This is an optimization exercise on Yosys and OpenROAD, whose aim is small area, a short achievable clock period and few clock cycles, not a production implementation.
The RTL was checked by simulation tests, not by an equivalence proof against the original design.
Power and IR drop assume default switching activity.

## lane 1
==> flow/design.v <==
package mips_pkg;
	typedef logic [32-1:0] word_t;
	typedef logic [5-1:0] reg_addr_t;
	localparam logic [5:0] OP_R_TYPE = 6'h00;
	localparam logic [5:0] OP_BEQ    = 6'h04;
	localparam logic [5:0] OP_ADDIU  = 6'h09;
	localparam logic [5:0] OP_LW     = 6'h23;
	localparam logic [5:0] OP_SW     = 6'h2b;
	localparam logic [5:0] FN_ADDU = 6'h21;
	localparam logic [5:0] FN_SUBU = 6'h23;
	localparam logic [5:0] FN_AND  = 6'h24;
	localparam logic [5:0] FN_OR   = 6'h25;
	localparam logic [5:0] FN_SLT  = 6'h2a;
endpackage
`timescale 1ns/1ps
module pp_add #(
	parameter int W = 32,
	parameter int L = 6      
) (
	input  logic [W-1:0] a,
	input  logic [W-1:0] b,
	input  logic         cin,
	output logic [W-1:0] sum,
	output logic         cout
);
	logic [W:0] g [0:L];
	logic [W:0] p [0:L];
	always_comb begin
		g[0][0] = cin;
		p[0][0] = 1'b0;
		for (int i = 0; i < W; i++) begin
			g[0][i+1] = a[i] & b[i];
			p[0][i+1] = a[i] ^ b[i];
		end
		for (int l = 0; l < L; l++) begin
			for (int i = 0; i <= W; i++) begin
				if (i >= (1 << l)) begin
					g[l+1][i] = g[l][i] | (p[l][i] & g[l][i - (1 << l)]);
					p[l+1][i] = p[l][i] & p[l][i - (1 << l)];
				end else begin
					g[l+1][i] = g[l][i];
					p[l+1][i] = p[l][i];
				end
			end
		end
		for (int i = 0; i < W; i++) begin
			sum[i] = p[0][i+1] ^ g[L][i];
		end
		cout = g[L][W];
	end
endmodule
`timescale 1ns/1ps
module reg_file (
	input  logic        clock,
	input  logic        rst_n,
	input  logic [4:0]  rs_addr,
	input  logic [4:0]  rt_addr,
	output logic [31:0] rs_value,
	output logic [31:0] rt_value,
	input  logic        wr_en,       
	input  logic [4:0]  wr_addr,
	input  logic [31:0] wr_value
);
	logic [31:0] regs [1:31];
	logic [31:1] valid;
	logic        rs_byp;
	logic        rt_byp;
	logic [31:1] rs_sel;
	logic [31:1] rt_sel;
	assign rs_byp = wr_en && (wr_addr == rs_addr);
	assign rt_byp = wr_en && (wr_addr == rt_addr);
	always_comb begin
		for (int i = 1; i < 32; i++) begin
			rs_sel[i] = valid[i] && !rs_byp && (rs_addr == i[4:0]);
			rt_sel[i] = valid[i] && !rt_byp && (rt_addr == i[4:0]);
		end
	end
	always_comb begin
		rs_value = rs_byp ? wr_value : '0;
		rt_value = rt_byp ? wr_value : '0;
		for (int i = 1; i < 32; i++) begin
			rs_value = rs_value | (rs_sel[i] ? regs[i] : '0);
			rt_value = rt_value | (rt_sel[i] ? regs[i] : '0);
		end
	end
	always_ff @(posedge clock) begin
		if (!rst_n) begin
			valid <= '0;
		end else begin
			for (int i = 1; i < 32; i++) begin
				if (wr_en && wr_addr == i[4:0]) begin
					valid[i] <= 1'b1;
				end
			end
		end
	end
	always_ff @(posedge clock) begin
		for (int i = 1; i < 32; i++) begin
			if (wr_en && wr_addr == i[4:0]) begin
				regs[i] <= wr_value;
			end
		end
	end
endmodule
`timescale 1ns/1ps
module exe_stage (
	input  logic [31:0] rs_value,
	input  logic [31:0] rt_value,
	input  logic [15:0] imm,
	input  logic        fwd_a,       
	input  logic        fwd_b,       
	input  logic        use_imm,
	input  logic [31:0] mem_result,
	input  logic        op_sub,
	input  logic        op_and,
	input  logic        op_or,
	input  logic        op_slt,
	input  logic        op_add,
	output logic [31:0] result,
	output logic [31:0] store_data,
	output logic        equal
);
	logic [31:0] op_a;
	logic [31:0] rt_fwd;
	logic [31:0] op_b;
	logic [31:0] b_in;
	logic [31:0] sum;
	logic        less;
	assign op_a   = fwd_a ? mem_result : rs_value;
	assign rt_fwd = fwd_b ? mem_result : rt_value;
	assign op_b   = use_imm ? {{16{imm[15]}}, imm} : rt_fwd;
	assign b_in = op_b ^ {32{op_sub}};
	pp_add #(.W(32), .L(6)) u_add (
		.a    (op_a),
		.b    (b_in),
		.cin  (op_sub),
		.sum  (sum),
		.cout ()
	);
	assign less = (op_a[31] ^ op_b[31]) ? op_a[31] : sum[31];
	assign result = ({32{op_and}} & (op_a & op_b))
	              | ({32{op_or}}  & (op_a | op_b))
	              | ({32{op_add}} & sum)
	              | {31'd0, op_slt & less};
	assign store_data = rt_fwd;
	assign equal      = (op_a == rt_fwd);
endmodule
`timescale 1ns/1ps
module mips_core (
	input  logic  clock,
	input  logic  rst_n,
	output mips_pkg::word_t instruction_addr,
	input  mips_pkg::word_t instruction,
	output mips_pkg::word_t data_addr,
	output mips_pkg::word_t data_wr,
	output logic  mem_read,
	output logic  mem_write,
	input  mips_pkg::word_t data_rd
);
	logic [29:0] pc;             
	logic [31:0] ex_rs_value;
	logic [31:0] ex_rt_value;
	logic [15:0] ex_imm;
	logic [4:0]  ex_dest;
	logic        ex_reg_write;   
	logic        ex_mem_read;
	logic        ex_mem_write;
	logic        ex_branch;      
	logic        ex_use_imm;
	logic        ex_sub;
	logic        ex_and;
	logic        ex_or;
	logic        ex_slt;
	logic        ex_add;         
	logic        ex_fwd_a;
	logic        ex_fwd_b;
	logic [31:0] mem_result;
	logic [31:0] mem_store;
	logic [4:0]  mem_dest;
	logic        mem_reg_write;
	logic        mem_rd;
	logic        mem_wr;
	logic [5:0]  opcode;
	logic [5:0]  funct;
	logic [4:0]  rs_addr;
	logic [4:0]  rt_addr;
	logic [4:0]  rd_addr;
	logic [15:0] imm;
	logic        is_r;
	logic        is_addu, is_subu, is_and, is_or, is_slt;
	logic        is_addiu, is_lw, is_sw, is_beq;
	logic        r_valid;
	logic        uncond;
	logic [4:0]  dest;
	logic        reg_write;
	logic        use_rs;
	logic        use_rt;
	logic        load_use;
	logic        stall;
	logic        redirect;
	logic [29:0] pc_next;
	logic [29:0] pc_plus1;
	logic [29:0] pc_jump;
	logic [29:0] ex_target;
	logic [31:0] rs_value;
	logic [31:0] rt_value;
	logic [31:0] wb_value;
	logic [31:0] ex_result;
	logic [31:0] ex_store;
	logic        ex_equal;
	assign instruction_addr = {pc, 2'b00};
	assign opcode  = instruction[31:26];
	assign rs_addr = instruction[25:21];
	assign rt_addr = instruction[20:16];
	assign rd_addr = instruction[15:11];
	assign funct   = instruction[5:0];
	assign imm     = instruction[15:0];
	assign is_r     = (opcode == mips_pkg::OP_R_TYPE);
	assign is_addu  = is_r && (funct == mips_pkg::FN_ADDU);
	assign is_subu  = is_r && (funct == mips_pkg::FN_SUBU);
	assign is_and   = is_r && (funct == mips_pkg::FN_AND);
	assign is_or    = is_r && (funct == mips_pkg::FN_OR);
	assign is_slt   = is_r && (funct == mips_pkg::FN_SLT);
	assign r_valid  = is_addu || is_subu || is_and || is_or || is_slt;
	assign is_addiu = (opcode == mips_pkg::OP_ADDIU);
	assign is_lw    = (opcode == mips_pkg::OP_LW);
	assign is_sw    = (opcode == mips_pkg::OP_SW);
	assign is_beq   = (opcode == mips_pkg::OP_BEQ);
	logic short_imm;
	assign short_imm = (imm[15:7] == 9'h000) || (imm[15:7] == 9'h1ff);
	assign uncond    = is_beq && (rs_addr == rt_addr) && short_imm;
	assign dest      = is_r ? rd_addr : rt_addr;
	assign reg_write = (r_valid || is_addiu || is_lw) && (dest != 5'd0);
	assign use_rs    = r_valid || is_addiu || is_lw || is_sw || (is_beq && !uncond);
	assign use_rt    = r_valid || is_sw || (is_beq && !uncond);
	assign load_use = ex_mem_read &&
		((use_rs && ex_dest == rs_addr) || (use_rt && ex_dest == rt_addr));
	assign redirect = ex_branch && ex_equal;
	assign stall    = load_use;
	assign wb_value = mem_rd ? data_rd : mem_result;
	reg_file u_reg_file (
		.clock    (clock),
		.rst_n    (rst_n),
		.rs_addr  (rs_addr),
		.rt_addr  (rt_addr),
		.rs_value (rs_value),
		.rt_value (rt_value),
		.wr_en    (mem_reg_write),
		.wr_addr  (mem_dest),
		.wr_value (wb_value)
	);
	assign pc_plus1 = pc + 30'd1;
	logic [7:0]  jump_lo;
	logic        jump_c;
	logic [21:0] hi_inc;
	logic [21:0] hi_dec;
	pp_add #(.W(8), .L(4)) u_jump_add (
		.a    (pc[7:0]),
		.b    (imm[7:0]),
		.cin  (1'b1),
		.sum  (jump_lo),
		.cout (jump_c)
	);
	assign hi_inc  = pc[29:8] + 22'd1;
	assign hi_dec  = pc[29:8] - 22'd1;
	logic jump_up;
	logic jump_down;
	logic jump_same;
	assign jump_up   = !imm[15] && jump_c;
	assign jump_down = imm[15] && !jump_c;
	assign jump_same = imm[15] == jump_c;
	assign pc_jump = {({22{jump_up}} & hi_inc) | ({22{jump_down}} & hi_dec)
		| ({22{jump_same}} & pc[29:8]), jump_lo};
	assign ex_target = pc + {{14{ex_imm[15]}}, ex_imm};
	logic sel_redirect;
	logic sel_hold;
	logic sel_jump;
	logic sel_step;
	assign sel_redirect = redirect;
	assign sel_hold     = !redirect && stall;
	assign sel_jump     = !redirect && !stall && uncond;
	assign sel_step     = !redirect && !stall && !uncond;
	assign pc_next = ({30{sel_redirect}} & ex_target) | ({30{sel_hold}} & pc)
		| ({30{sel_jump}} & pc_jump) | ({30{sel_step}} & pc_plus1);
	always_ff @(posedge clock) begin
		if (!rst_n) pc <= '0;
		else        pc <= pc_next;
	end
	logic issue;
	assign issue = !redirect && !stall;
	always_ff @(posedge clock) begin
		if (!rst_n || !issue) begin
			ex_reg_write <= 1'b0;
			ex_mem_read  <= 1'b0;
			ex_mem_write <= 1'b0;
			ex_branch    <= 1'b0;
		end else begin
			ex_reg_write <= reg_write;
			ex_mem_read  <= is_lw;
			ex_mem_write <= is_sw;
			ex_branch    <= is_beq && !uncond;
		end
	end
	always_ff @(posedge clock) begin
		ex_rs_value <= rs_value;
		ex_rt_value <= rt_value;
		ex_imm      <= imm;
		ex_dest     <= dest;
		ex_use_imm  <= is_addiu || is_lw || is_sw;
		ex_sub      <= is_subu || is_slt;
		ex_and      <= is_and;
		ex_or       <= is_or;
		ex_slt      <= is_slt;
		ex_add      <= !(is_and || is_or || is_slt);
		ex_fwd_a    <= ex_reg_write && (ex_dest == rs_addr);
		ex_fwd_b    <= ex_reg_write && (ex_dest == rt_addr);
	end
	exe_stage u_exe (
		.rs_value   (ex_rs_value),
		.rt_value   (ex_rt_value),
		.imm        (ex_imm),
		.fwd_a      (ex_fwd_a),
		.fwd_b      (ex_fwd_b),
		.mem_result (mem_result),
		.use_imm    (ex_use_imm),
		.op_sub     (ex_sub),
		.op_and     (ex_and),
		.op_or      (ex_or),
		.op_slt     (ex_slt),
		.op_add     (ex_add),
		.result     (ex_result),
		.store_data (ex_store),
		.equal      (ex_equal)
	);
	always_ff @(posedge clock) begin
		if (!rst_n) begin
			mem_reg_write <= 1'b0;
			mem_rd        <= 1'b0;
			mem_wr        <= 1'b0;
		end else begin
			mem_reg_write <= ex_reg_write;
			mem_rd        <= ex_mem_read;
			mem_wr        <= ex_mem_write;
		end
	end
	always_ff @(posedge clock) begin
		mem_result <= ex_result;
		mem_store  <= ex_store;
		mem_dest   <= ex_dest;
	end
	assign data_addr = mem_result;
	assign data_wr   = mem_store;
	assign mem_read  = mem_rd;
	assign mem_write = mem_wr;
endmodule
make LEC_CHECK=0 CAP_MARGIN=20 CORE_MARGIN=2 CORE_UTILIZATION=40 SETUP_SLACK_MARGIN=3.5 SLEW_MARGIN=20 finish   # period 7.0 ns
run.sh (not shown) runs the stock make flow with config.mk's settings and CLKGATE_MAP_FILE= SYNTH_SCRIPT=/design/flow/synth_recipe.tcl, a recipe that flattens the netlist after the stock synthesis.
Testbench counts of lane 1, summed over its fixed seeds: cycles 29,603.
Modified inputs, lane 2 compared to lane 1
diff --git a/flow/design.v b/flow/design.v
--- a/flow/design.v
+++ b/flow/design.v
@@ -226,9 +226,7 @@
 	assign is_lw    = (opcode == mips_pkg::OP_LW);
 	assign is_sw    = (opcode == mips_pkg::OP_SW);
 	assign is_beq   = (opcode == mips_pkg::OP_BEQ);
-	logic short_imm;
-	assign short_imm = (imm[15:7] == 9'h000) || (imm[15:7] == 9'h1ff);
-	assign uncond    = is_beq && (rs_addr == rt_addr) && short_imm;
+	assign uncond   = is_beq && (rs_addr == rt_addr);
 	assign dest      = is_r ? rd_addr : rt_addr;
 	assign reg_write = (r_valid || is_addiu || is_lw) && (dest != 5'd0);
 	assign use_rs    = r_valid || is_addiu || is_lw || is_sw || (is_beq && !uncond);
@@ -250,27 +248,27 @@
 		.wr_value (wb_value)
 	);
 	assign pc_plus1 = pc + 30'd1;
-	logic [7:0]  jump_lo;
+	logic [15:0] jump_lo;
 	logic        jump_c;
-	logic [21:0] hi_inc;
-	logic [21:0] hi_dec;
-	pp_add #(.W(8), .L(4)) u_jump_add (
-		.a    (pc[7:0]),
-		.b    (imm[7:0]),
+	logic [13:0] hi_inc;
+	logic [13:0] hi_dec;
+	pp_add #(.W(16), .L(5)) u_jump_add (
+		.a    (pc[15:0]),
+		.b    (imm),
 		.cin  (1'b1),
 		.sum  (jump_lo),
 		.cout (jump_c)
 	);
-	assign hi_inc  = pc[29:8] + 22'd1;
-	assign hi_dec  = pc[29:8] - 22'd1;
+	assign hi_inc  = pc[29:16] + 14'd1;
+	assign hi_dec  = pc[29:16] - 14'd1;
 	logic jump_up;
 	logic jump_down;
 	logic jump_same;
 	assign jump_up   = !imm[15] && jump_c;
 	assign jump_down = imm[15] && !jump_c;
 	assign jump_same = imm[15] == jump_c;
-	assign pc_jump = {({22{jump_up}} & hi_inc) | ({22{jump_down}} & hi_dec)
-		| ({22{jump_same}} & pc[29:8]), jump_lo};
+	assign pc_jump = {({14{jump_up}} & hi_inc) | ({14{jump_down}} & hi_dec)
+		| ({14{jump_same}} & pc[29:16]), jump_lo};
 	assign ex_target = pc + {{14{ex_imm[15]}}, ex_imm};
 	logic sel_redirect;
 	logic sel_hold;
==> comparison <==
Lane 2: done, clean on timing, DRC and antenna. Lane 1 went all the way through the flow, and no timing, DRC or antenna check failed. Of lane 2 and lane 1, the run reporting the lower cell depth of the worst flop-to-flop path was lane 2. Relative to lane 1, core area has gone up in lane 2. Setup WNS lane 1 -> lane 2: worse. Delta (lane 2 minus lane 1): critical path depth rose by 4, design area higher, total number of nets in the final design rose by 0.77%, switching portion of total power comparable.
Testbench counts of lane 2, summed over its fixed seeds: cycles 29,603.

==> port drivers added, routing unchanged <==
No port has a modelled driver above. Below, the same layouts with a new extraction and two added sets of constraints. Step 1, drivers: a clkbuf_16 drives clock and a buf_2 each remaining input, both assumed. Step 2 adds t to the input delays and takes it off the output delays; t is the mean of the earliest and latest rising clock arrival at the registers after step 1. Input paths then give back, and output paths get back, about the clock's delay inside the block. a / b / c = ideal / step 1 / step 2; a / b = the first two.
| run | t, ns | setup WS [ns] | worst register clock-pin slew, ns |
|---|---|---|---|
| lane 1 | 0.861 | 3.242 / 3.249 / 2.422 | 0.07 / 0.07 |
| lane 2 | 0.885 | 3.136 / 3.199 / 2.315 | 0.07 / 0.07 |
After both steps every run listed still meets setup and hold. For lane 2, which loses most, drivers alone change the setup slack by +0.063 ns; drivers and shift together by -0.821 ns.
